From an optimization exercise on the open Yosys and OpenROAD flow, aimed at small area; shortcuts taken in it are not production practice.
Only simulation tests tie the RTL to the original design; equivalence was not proved.
Power and IR drop assume default switching activity. No driver is modelled on the clock port, so clocking that relies on it looks cheaper here than on a real chip.

==> flow/design.v (excerpt) <==
module calcTop (
	input  logic                    clk,
	input  logic                    rst,
	input  logic [3:0]              nibble,
	input  logic                    knobA,
	input  logic                    knobB,
	input  logic                    button,
	input  logic                    dispReady,
	output logic                    dispValid,
	output logic [1:0]              dispMode,
	output logic [5-1:0] dispAddrA,
	output logic [5-1:0] dispAddrB,
	output logic [16-1:0] dispDataA,
	output logic [16-1:0] dispDataB
);
Settings: LEC_CHECK=0, ABC_AREA=1, CAP_MARGIN=20, CORE_MARGIN=2, CORE_UTILIZATION=45, SLEW_MARGIN=20; clock period 6.0 ns.
standard.sh (not shown) runs the stock make flow with config.mk's settings and CLKGATE_MAP_FILE= SYNTH_SCRIPT=/design/flow/synth_recipe.tcl, a recipe that flattens the netlist after the stock synthesis.
==> flow/flow/run.sh <==
#!/bin/bash
# Standard ORFS layout with smaller port buffers and a leaner clock tree.
set -euo pipefail
export BUFFER_PORTS_ARGS="-buffer_cell sky130_fd_sc_hd__buf_1"
export CTS_ARGS="-sink_clustering_enable -repair_clock_nets -dont_use_dummy_load -buf_list {sky130_fd_sc_hd__clkbuf_8 sky130_fd_sc_hd__clkbuf_16} -sink_clustering_size 20 -sink_clustering_max_diameter 60"
bash standard.sh finish > flow_make.log 2>&1
Edit:
==> flow/flow/run.sh (replaced) <==
#!/bin/bash
# Standard ORFS layout with three changes: ABC maps the logic with an
# area-oriented script (flow/abc_area.script), ports get the smallest buffer,
# and the clock tree uses large clusters of clkbuf_16 without dummy loads.
set -euo pipefail
here=$(pwd)
# synth_recipe.tcl with every abc call pointed at our script
{
  echo 'proc synth {args} { yosys synth -nofsm -noshare {*}$args }'
  echo "proc abc {args} { set i [lsearch \$args -script]; lset args [expr {\$i+1}] $here/flow/abc_area.script; yosys abc {*}\$args }"
  tail -n +2 synth_recipe.tcl
} > flow_synth.tcl
export BUFFER_PORTS_ARGS="-buffer_cell sky130_fd_sc_hd__buf_1"
export CTS_ARGS="-sink_clustering_enable -repair_clock_nets -dont_use_dummy_load -buf_list sky130_fd_sc_hd__clkbuf_16 -sink_clustering_size 34 -sink_clustering_max_diameter 80"
bash standard.sh SYNTH_SCRIPT=$here/flow_synth.tcl finish > flow_make.log 2>&1
==> flow/flow/abc_area.script (new file) <==
strash
&get -n
&deepsyn -T 60
&put
dch -f
amap
topo
- ABC_AREA: 1 -> default
- CORE_UTILIZATION: 45 -> 70
After rerunning: Power shrinks by 7.2%; clock-buffer cell count shrinks by 14; core utilization grows by 26 points.
Edit:
==> flow/flow/run.sh (replaced) <==
#!/bin/bash
# Standard ORFS layout with smaller port buffers and a leaner clock tree.
set -euo pipefail
export BUFFER_PORTS_ARGS="-buffer_cell sky130_fd_sc_hd__buf_1"
export CTS_ARGS="-sink_clustering_enable -repair_clock_nets -dont_use_dummy_load -buf_list sky130_fd_sc_hd__clkbuf_16 -sink_clustering_size 32 -sink_clustering_max_diameter 60"
bash standard.sh finish > flow_make.log 2>&1
- ABC_AREA: default -> 1
- CORE_UTILIZATION: 70 -> 45
removed: flow/flow/abc_area.script
Outcome:
- via count grows by a few percent
- worst hold slack is better by 14 ps
- die area came out higher by well over a third
- wire length is lower by about a fifth
- maximum frequency came out higher by roughly a tenth
- clock-buffer cell count is higher by 6
- utilization came out lower by 27 points
- sequential share of layout area came out lower by 4.1 points
Edit:
==> flow/flow/run.sh (replaced) <==
#!/bin/bash
# Standard ORFS layout with three changes: ABC maps the logic with an
# area-oriented script (flow/abc_area.script), ports get the smallest buffer,
# and the clock tree uses large clusters of clkbuf_16 without dummy loads.
set -euo pipefail
here=$(pwd)
# synth_recipe.tcl with every abc call pointed at our script
{
  echo 'proc synth {args} { yosys synth -nofsm -noshare {*}$args }'
  echo "proc abc {args} { set i [lsearch \$args -script]; lset args [expr {\$i+1}] $here/flow/abc_area.script; yosys abc {*}\$args }"
  tail -n +2 synth_recipe.tcl
} > flow_synth.tcl
export BUFFER_PORTS_ARGS="-buffer_cell sky130_fd_sc_hd__buf_1"
export CTS_ARGS="-sink_clustering_enable -repair_clock_nets -dont_use_dummy_load -buf_list sky130_fd_sc_hd__clkbuf_16 -sink_clustering_size 40 -sink_clustering_max_diameter 60"
bash standard.sh SYNTH_SCRIPT=$here/flow_synth.tcl finish > flow_make.log 2>&1
==> flow/flow/abc_area.script (new file) <==
strash
&get -n
&deepsyn -T 60
&put
dch -f
amap
topo
- ABC_AREA: 1 -> default
- CORE_UTILIZATION: 45 -> 85
- PLACE_DENSITY: default -> 0.9
After rerunning: The new run did not get past clock tree synthesis (4_1_cts) with DPL-0033; area after synthesis falls by 4.0%; synthesized cell count falls by 15%.
Edit:
==> flow/flow/run.sh (replaced) <==
#!/bin/bash
# Standard ORFS layout with smaller port buffers and a leaner clock tree.
set -euo pipefail
export BUFFER_PORTS_ARGS="-buffer_cell sky130_fd_sc_hd__buf_1"
export CTS_ARGS="-sink_clustering_enable -repair_clock_nets -dont_use_dummy_load -buf_list sky130_fd_sc_hd__clkbuf_16 -sink_clustering_size 30 -sink_clustering_max_diameter 100"
bash standard.sh finish > flow_make.log 2>&1
- ABC_AREA: default -> 1
- CORE_UTILIZATION: 85 -> 70
- PLACE_DENSITY: 0.9 -> default
removed: flow/flow/abc_area.script
With this change the flow finished clean.
Synthesized area came out higher by 4.2%.
Synthesized cell count is higher by 17%.
Edit:
==> flow/flow/run.sh (replaced) <==
#!/bin/bash
# Standard ORFS layout with three changes: ABC maps the logic with an
# area-oriented script (flow/abc_area.script), ports get the smallest buffer,
# and the clock tree uses large clusters of clkbuf_16 without dummy loads.
set -euo pipefail
here=$(pwd)
# synth_recipe.tcl with every abc call pointed at our script
{
  echo 'proc synth {args} { yosys synth -nofsm -noshare {*}$args }'
  echo "proc abc {args} { set i [lsearch \$args -script]; lset args [expr {\$i+1}] $here/flow/abc_area.script; yosys abc {*}\$args }"
  tail -n +2 synth_recipe.tcl
} > flow_synth.tcl
export BUFFER_PORTS_ARGS="-buffer_cell sky130_fd_sc_hd__buf_1"
export CTS_ARGS="-sink_clustering_enable -repair_clock_nets -dont_use_dummy_load -buf_list sky130_fd_sc_hd__clkbuf_16 -sink_clustering_size 36 -sink_clustering_max_diameter 80"
bash standard.sh SYNTH_SCRIPT=$here/flow_synth.tcl finish > flow_make.log 2>&1
==> flow/flow/abc_area.script (new file) <==
strash
&get -n
&deepsyn -T 60
&put
dch -f
amap
topo
- ABC_AREA: 1 -> default
After rerunning:
- The new run completed with no timing, DRC or antenna violations
- power drops by about 1.7%
- register-to-register slack loses 680 ps
- clock-buffer cell count goes down by 3
- core utilization rises by 0.19 points
- global-route usage grows by 2.1 points
- design area fell by about 3.6%
- via count fell by 7.3%
- fmax went down by 13%

========
purple:
The RTL this note starts from:
==> flow/design.v <==
module calcTop (
	input  logic                    clk,
	input  logic                    rst,
	input  logic [3:0]              nibble,
	input  logic                    knobA,
	input  logic                    knobB,
	input  logic                    button,
	input  logic                    dispReady,
	output logic                    dispValid,
	output logic [1:0]              dispMode,
	output logic [5-1:0] dispAddrA,
	output logic [5-1:0] dispAddrB,
	output logic [16-1:0] dispDataA,
	output logic [16-1:0] dispDataB
);
	localparam logic [2:0] sEntry = 3'd0;   
	localparam logic [2:0] sWait  = 3'd1;   
	localparam logic [2:0] sRead  = 3'd2;   
	localparam logic [2:0] sAlu   = 3'd3;   
	localparam logic [2:0] sWrite = 3'd4;   
	localparam logic [2:0] sShow  = 3'd5;   
	logic [1:0] syncA;
	logic [1:0] syncB;
	logic       armed;
	logic       detent;
	always_ff @(posedge clk) begin
		if (rst) begin
			syncA <= '0;
			syncB <= '0;
			armed <= 1'b0;
		end else begin
			syncA <= {syncA[0], knobA};
			syncB <= {syncB[0], knobB};
			if (!syncA[1] && !syncB[1]) begin
				armed <= 1'b1;
			end else if (detent) begin
				armed <= 1'b0;
			end
		end
	end
	assign detent = armed && syncA[1] && syncB[1];
	logic [2:0]  state;
	logic [3:0]  cnt;
	logic [2:0]  op;
	logic [4:0]  addrA;
	logic [4:0]  addrB;    
	logic [4:0]  addrW;
	logic [15:0] acc;
	logic [15:0] opB;
	logic        carry;
	logic [4:0]  pos;
	logic        clearing;
	logic [511:0] ring;
	wire [15:0] tail = ring[511:496];
	wire        wrap = &pos;
	logic [3:0] posW;
	logic [3:0] last;
	always_comb begin
		case (op)
			3'd0:         begin posW = 4'd1; last = 4'd6;  end
			3'd1:            begin posW = 4'd3; last = 4'd2;  end
			3'd2:           begin posW = 4'd3; last = 4'd4;  end
			3'd3:  begin posW = 4'd3; last = 4'd8;  end
			3'd4: begin posW = 4'd5; last = 4'd10; end
			3'd7:               begin posW = 4'd4; last = 4'd5;  end
			default:               begin posW = 4'd5; last = 4'd6;  end
		endcase
	end
	wire opImm   = (op == 3'd0) || (op == 3'd3) || (op == 3'd4);
	wire opAlu   = (op == 3'd5) || (op == 3'd6) || (op == 3'd7);
	wire opShl   = (op == 3'd7);
	wire opSub   = (op == 3'd6);
	wire modeAB  = (op == 3'd2) || (op == 3'd4);
	wire modeW   = (op == 3'd0) || opAlu;
	wire needB   = modeAB || (op == 3'd5) || opSub;
	wire wrNow   = (state == sWrite) && (pos == addrW) && !clearing;
	wire capAcc  = (state == sRead) && (pos == addrA) && !opShl;
	wire capB    = (state == sRead) && (pos == (opShl ? addrA : addrB)) && (needB || opShl);
	wire shlGo   = pos[4] || (pos[3:0] >= addrB[3:0]);
	wire aluA    = acc[0] && !opShl;
	wire aluB    = opShl ? (opB[0] && shlGo) : (opB[0] ^ opSub);
	wire aluSum  = aluA ^ aluB ^ carry;
	wire aluCy   = (aluA && aluB) || (carry && (aluA ^ aluB));
	wire [15:0] headIn = wrNow ? acc : (clearing ? 16'd0 : tail);
	always_ff @(posedge clk) begin
		ring <= {ring[495:0], headIn};
	end
	always_ff @(posedge clk) begin
		if (rst) begin
			pos      <= '0;
			clearing <= 1'b1;
		end else begin
			pos <= pos + 5'd1;
			if (wrap) begin
				clearing <= 1'b0;
			end
		end
	end
	always_ff @(posedge clk) begin
		if (rst) begin
			state <= sEntry;
			cnt   <= '0;
		end else begin
			case (state)
				sEntry: begin
					if (button) begin
						cnt <= '0;
					end else if (detent) begin
						if (cnt == 4'd0) begin
							cnt <= 4'd1;
						end else if (cnt == last) begin
							cnt   <= '0;
							state <= opImm ? sWrite : sWait;
						end else begin
							cnt <= cnt + 4'd1;
						end
					end
				end
				sWait: begin
					if (wrap) begin
						state <= sRead;
					end
				end
				sRead: begin
					if (wrap) begin
						state <= opAlu ? sAlu : sShow;
					end
				end
				sAlu: begin
					if (wrap) begin
						state <= sWrite;
					end
				end
				sWrite: begin
					if (wrNow) begin
						state <= opImm ? sWait : sShow;
					end
				end
				sShow: begin
					if (dispReady) begin
						state <= sEntry;
					end
				end
				default: state <= sEntry;
			endcase
		end
	end
	always_ff @(posedge clk) begin
		if (state == sEntry && !button && detent) begin
			if (cnt == 4'd0) begin
				op <= nibble[2:0];
			end
			if (cnt == 4'd1) begin
				addrA[3:0] <= nibble;
			end
			if (cnt == 4'd2) begin
				addrA[4] <= nibble[0];
			end
			if (cnt == 4'd3) begin
				addrB[3:0] <= nibble;
			end
			if (cnt == 4'd4) begin
				addrB[4] <= nibble[0];
			end
			if (cnt == posW) begin
				addrW[3:0] <= nibble;
			end
			if (cnt == posW + 4'd1) begin
				addrW[4] <= nibble[0];
			end
		end
	end
	always_ff @(posedge clk) begin
		if (state == sEntry) begin
			if (detent) begin
				acc <= {nibble, acc[15:4]};
			end
		end else if (state == sAlu) begin
			if (!pos[4]) begin
				acc <= {aluSum, acc[15:1]};
			end
		end else if (capAcc) begin
			acc <= tail;
		end
		if (state == sAlu) begin
			if (!opShl || shlGo) begin
				opB <= {1'b0, opB[15:1]};
			end
		end else if (capB) begin
			opB <= tail;
		end else if (state == sRead && !needB && !opShl) begin
			opB <= {1'b0, opB[15:1]};
		end
		carry <= (state == sAlu) ? aluCy : opSub;
	end
	assign dispValid = (state == sShow);
	assign dispMode  = modeW ? 2'd1 : (modeAB ? 2'd3 : 2'd2);
	assign dispAddrA = modeW ? addrW : addrA;
	assign dispAddrB = modeAB ? addrB : '0;
	assign dispDataA = acc;
	assign dispDataB = opB;
endmodule
==> flow/config.mk <==
export PLATFORM = sky130hd
export DESIGN_NAME = calcTop
export DESIGN_NICKNAME = calcTop
export VERILOG_FILES = /design/flow/design.v
export SDC_FILE = /design/flow/constraint.sdc
export NUM_CORES = 4
export LEC_CHECK = 0
export CAP_MARGIN = 20
export CORE_MARGIN = 2
export CORE_UTILIZATION = 85
export PLACE_DENSITY = 0.9
export SLEW_MARGIN = 20
==> flow/constraint.sdc <==
create_clock -name core_clock -period 6.0 [get_ports {clk}]
set_input_delay 1.2000 -clock core_clock [delete_from_list [all_inputs] [get_ports {clk}]]
set_output_delay 1.2000 -clock core_clock [all_outputs]
set_load 0.01 [all_outputs]
==> flow/flow/run.sh <==
#!/bin/bash
# Standard ORFS layout with three changes: ABC maps the logic with an
# area-oriented script (flow/abc_area.script), ports get the smallest buffer,
# and the clock tree uses large clusters of clkbuf_16 without dummy loads.
set -euo pipefail
here=$(pwd)
# synth_recipe.tcl with every abc call pointed at our script
{
  echo 'proc synth {args} { yosys synth -nofsm -noshare {*}$args }'
  echo "proc abc {args} { set i [lsearch \$args -script]; lset args [expr {\$i+1}] $here/flow/abc_area.script; yosys abc {*}\$args }"
  tail -n +2 synth_recipe.tcl
} > flow_synth.tcl
export BUFFER_PORTS_ARGS="-buffer_cell sky130_fd_sc_hd__buf_1"
export CTS_ARGS="-sink_clustering_enable -repair_clock_nets -dont_use_dummy_load -buf_list sky130_fd_sc_hd__clkbuf_16 -sink_clustering_size 36 -sink_clustering_max_diameter 80"
bash standard.sh SYNTH_SCRIPT=$here/flow_synth.tcl finish > flow_make.log 2>&1
==> flow/flow/abc_area.script <==
strash
&get -n
&deepsyn -T 60
&put
dch -f
amap
topo
The flow ended early for purple: it failed with a tool error in clock tree synthesis (4_1_cts).
Input-level comparison between red and purple:
==> flow/flow/run.sh <==
#!/bin/bash
# Standard ORFS layout with smaller port buffers and a leaner clock tree.
set -euo pipefail
export BUFFER_PORTS_ARGS="-buffer_cell sky130_fd_sc_hd__buf_1"
export CTS_ARGS="-sink_clustering_enable -repair_clock_nets -dont_use_dummy_load -buf_list sky130_fd_sc_hd__clkbuf_16 -sink_clustering_size 40 -sink_clustering_max_diameter 50"
bash standard.sh finish > flow_make.log 2>&1
--- a/flow/config.mk
+++ b/flow/config.mk
@@ -7,0 +8 @@
+export ABC_AREA = 1
@@ -10,2 +11 @@
-export CORE_UTILIZATION = 85
-export PLACE_DENSITY = 0.9
+export CORE_UTILIZATION = 70
removed: flow/flow/abc_area.script
## What came out
Higher number of unique standard cell types used by synthesis was reported by red, not purple.
Compared with purple, final estimated routing congestion in global placement in red increased slightly.
red against purple: synthesized-area fraction occupied by ao, oa, aoi and oai cells went down by 0.45 points, standard-cell row count went up about 13%, synthesized cell count saw an increase, post-synthesis net count picked up an extra 151, pre-CTS setup slack now sits higher.
Summary — portion of the post-synthesis area used by sequential elements, red relative to purple: lower, by 3.5 points.
red finished every step from synthesis to the final layout, and the layout passed the timing, DRC and antenna checks.
red against purple: number of clock buffers inserted by TritonCTS rose 11; fraction of synthesized cell area in xor and xnor cells moved up; synthesized area rose by about 4%.

========
== exp/juniper ==
// calcTop: RTL as listed in full above, without the edits since
Settings: LEC_CHECK=0, CAP_MARGIN=20, CORE_MARGIN=2, CORE_UTILIZATION=70, SLEW_MARGIN=20; clock period 6.0 ns.
==> flow/flow/run.sh <==
#!/bin/bash
# Standard ORFS layout with three changes: ABC maps the logic with an
# area-oriented script (flow/abc_area.script), ports get the smallest buffer,
# and the clock tree uses large clusters of clkbuf_16 without dummy loads.
set -euo pipefail
here=$(pwd)
# synth_recipe.tcl with every abc call pointed at our script
{
  echo 'proc synth {args} { yosys synth -nofsm -noshare {*}$args }'
  echo "proc abc {args} { set i [lsearch \$args -script]; lset args [expr {\$i+1}] $here/flow/abc_area.script; yosys abc {*}\$args }"
  tail -n +2 synth_recipe.tcl
} > flow_synth.tcl
export BUFFER_PORTS_ARGS="-buffer_cell sky130_fd_sc_hd__buf_1"
export CTS_ARGS="-sink_clustering_enable -repair_clock_nets -dont_use_dummy_load -buf_list sky130_fd_sc_hd__clkbuf_16 -sink_clustering_size 30 -sink_clustering_max_diameter 100"
bash standard.sh SYNTH_SCRIPT=$here/flow_synth.tcl finish > flow_make.log 2>&1
==> flow/flow/abc_area.script <==
strash
&get -n
&deepsyn -T 60
&put
dch -f
amap
topo
Edits applied to the flow inputs when going from exp/juniper to exp/zinc:
- swapping 70 for 75 in CORE_UTILIZATION
diff --git a/flow/flow/run.sh b/flow/flow/run.sh
--- a/flow/flow/run.sh
+++ b/flow/flow/run.sh
@@ -13,3 +13,3 @@
 export BUFFER_PORTS_ARGS="-buffer_cell sky130_fd_sc_hd__buf_1"
-export CTS_ARGS="-sink_clustering_enable -repair_clock_nets -dont_use_dummy_load -buf_list sky130_fd_sc_hd__clkbuf_16 -sink_clustering_size 30 -sink_clustering_max_diameter 100"
+export CTS_ARGS="-sink_clustering_enable -repair_clock_nets -dont_use_dummy_load -buf_list sky130_fd_sc_hd__clkbuf_16 -sink_clustering_size 32 -sink_clustering_max_diameter 100"
 bash standard.sh SYNTH_SCRIPT=$here/flow_synth.tcl finish > flow_make.log 2>&1
## What came out
Fraction of the cycle the final worst path needs for exp/zinc is higher than for exp/juniper. Sort exp/juniper and exp/zinc by die span in x desc -> top: exp/juniper. Diff exp/juniper and exp/zinc: routed wire length lower in exp/juniper. The first-iteration DRC count in exp/juniper is 0.892 times that in exp/zinc. [exp/zinc] least setup slack across all paths after layout fell 0.15 ns relative to exp/juniper. As of exp/zinc, total power had fallen slightly compared to exp/juniper.
### exp/zinc -> exp/fjord
- swapping 75 for 70 in CORE_UTILIZATION
diff --git a/flow/flow/run.sh b/flow/flow/run.sh
--- a/flow/flow/run.sh
+++ b/flow/flow/run.sh
@@ -13,3 +13,3 @@
 export BUFFER_PORTS_ARGS="-buffer_cell sky130_fd_sc_hd__buf_1"
-export CTS_ARGS="-sink_clustering_enable -repair_clock_nets -dont_use_dummy_load -buf_list sky130_fd_sc_hd__clkbuf_16 -sink_clustering_size 32 -sink_clustering_max_diameter 100"
+export CTS_ARGS="-sink_clustering_enable -repair_clock_nets -dont_use_dummy_load -buf_list sky130_fd_sc_hd__clkbuf_16 -sink_clustering_size 30 -sink_clustering_max_diameter 100"
 bash standard.sh SYNTH_SCRIPT=$here/flow_synth.tcl finish > flow_make.log 2>&1
==> flow/flow/abc_area.script <==
strash
&get -n
&deepsyn -T 60
&put
dch -f
map -a
strash
dch -f
map -a
topo
## What came out
Worst hold slack delta (exp/fjord − exp/zinc): favourable
Cmp exp/zinc and exp/fjord / number of logic stages on the critical path including buffering / lower: exp/fjord
Compared with exp/zinc, in exp/fjord overall power after layout climbed about 0.8%, largest vdd supply drop -0.059 mV, combined buffer and inverter count along the critical path now smaller, portion of the layout cell area used by clock cells stayed essentially flat.
exp/fjord: no failed stages, no open violations at the end

==> re-timing with driven ports <==
How much do the figures lean on ideal ports? The routed layouts below were timed once more, with nothing changed but the port constraints.
Step 1 (the two cells are an assumption about what drives the block):
set clk [get_ports {clk}]
set_driving_cell -lib_cell sky130_fd_sc_hd__clkbuf_16 $clk
set_driving_cell -lib_cell sky130_fd_sc_hd__buf_2 [delete_from_list [all_inputs] $clk]
Step 2 times the ports against the registers' clock, not the clock port: input delays grow and output delays shrink by t, the midpoint of the rising clock arrivals with the driver on.
a / b / c = ideal ports / drivers / drivers and shift; a / b = the first two.
run | t (ns) | setup slack, ns | worst setup path after step 2 | slew at the worst register clock pin (ns) | worst data-port slew with drivers (ns)
the first run of note 1 | 0.548 | 2.532 / 2.488 / 2.861 | register to register | 0.08 / 0.08 | 0.04
the second run of note 1 | 0.569 | 2.100 / 2.054 / 2.388 | register to register | 0.12 / 0.12 | 0.03
the third run of note 1 | 0.585 | 2.470 / 2.426 / 2.859 | register to register | 0.11 / 0.11 | 0.04
the fifth run of note 1 | 0.562 | 2.610 / 2.566 / 2.990 | register to register | 0.11 / 0.11 | 0.03
the sixth run of note 1 | 0.562 | 2.108 / 2.061 / 2.310 | register to register | 0.12 / 0.12 | 0.03
red | 0.601 | 2.611 / 2.564 / 2.874 | register to register | 0.11 / 0.11 | 0.03
exp/juniper | 0.572 | 2.102 / 2.055 / 2.293 | register to register | 0.11 / 0.11 | 0.03
exp/zinc | 0.563 | 1.957 / 1.909 / 2.085 | register to register | 0.12 / 0.12 | 0.03
exp/fjord | 0.580 | 2.317 / 2.270 / 2.431 | register to register | 0.11 / 0.11 | 0.04
After both steps setup and hold are still met in every run listed.
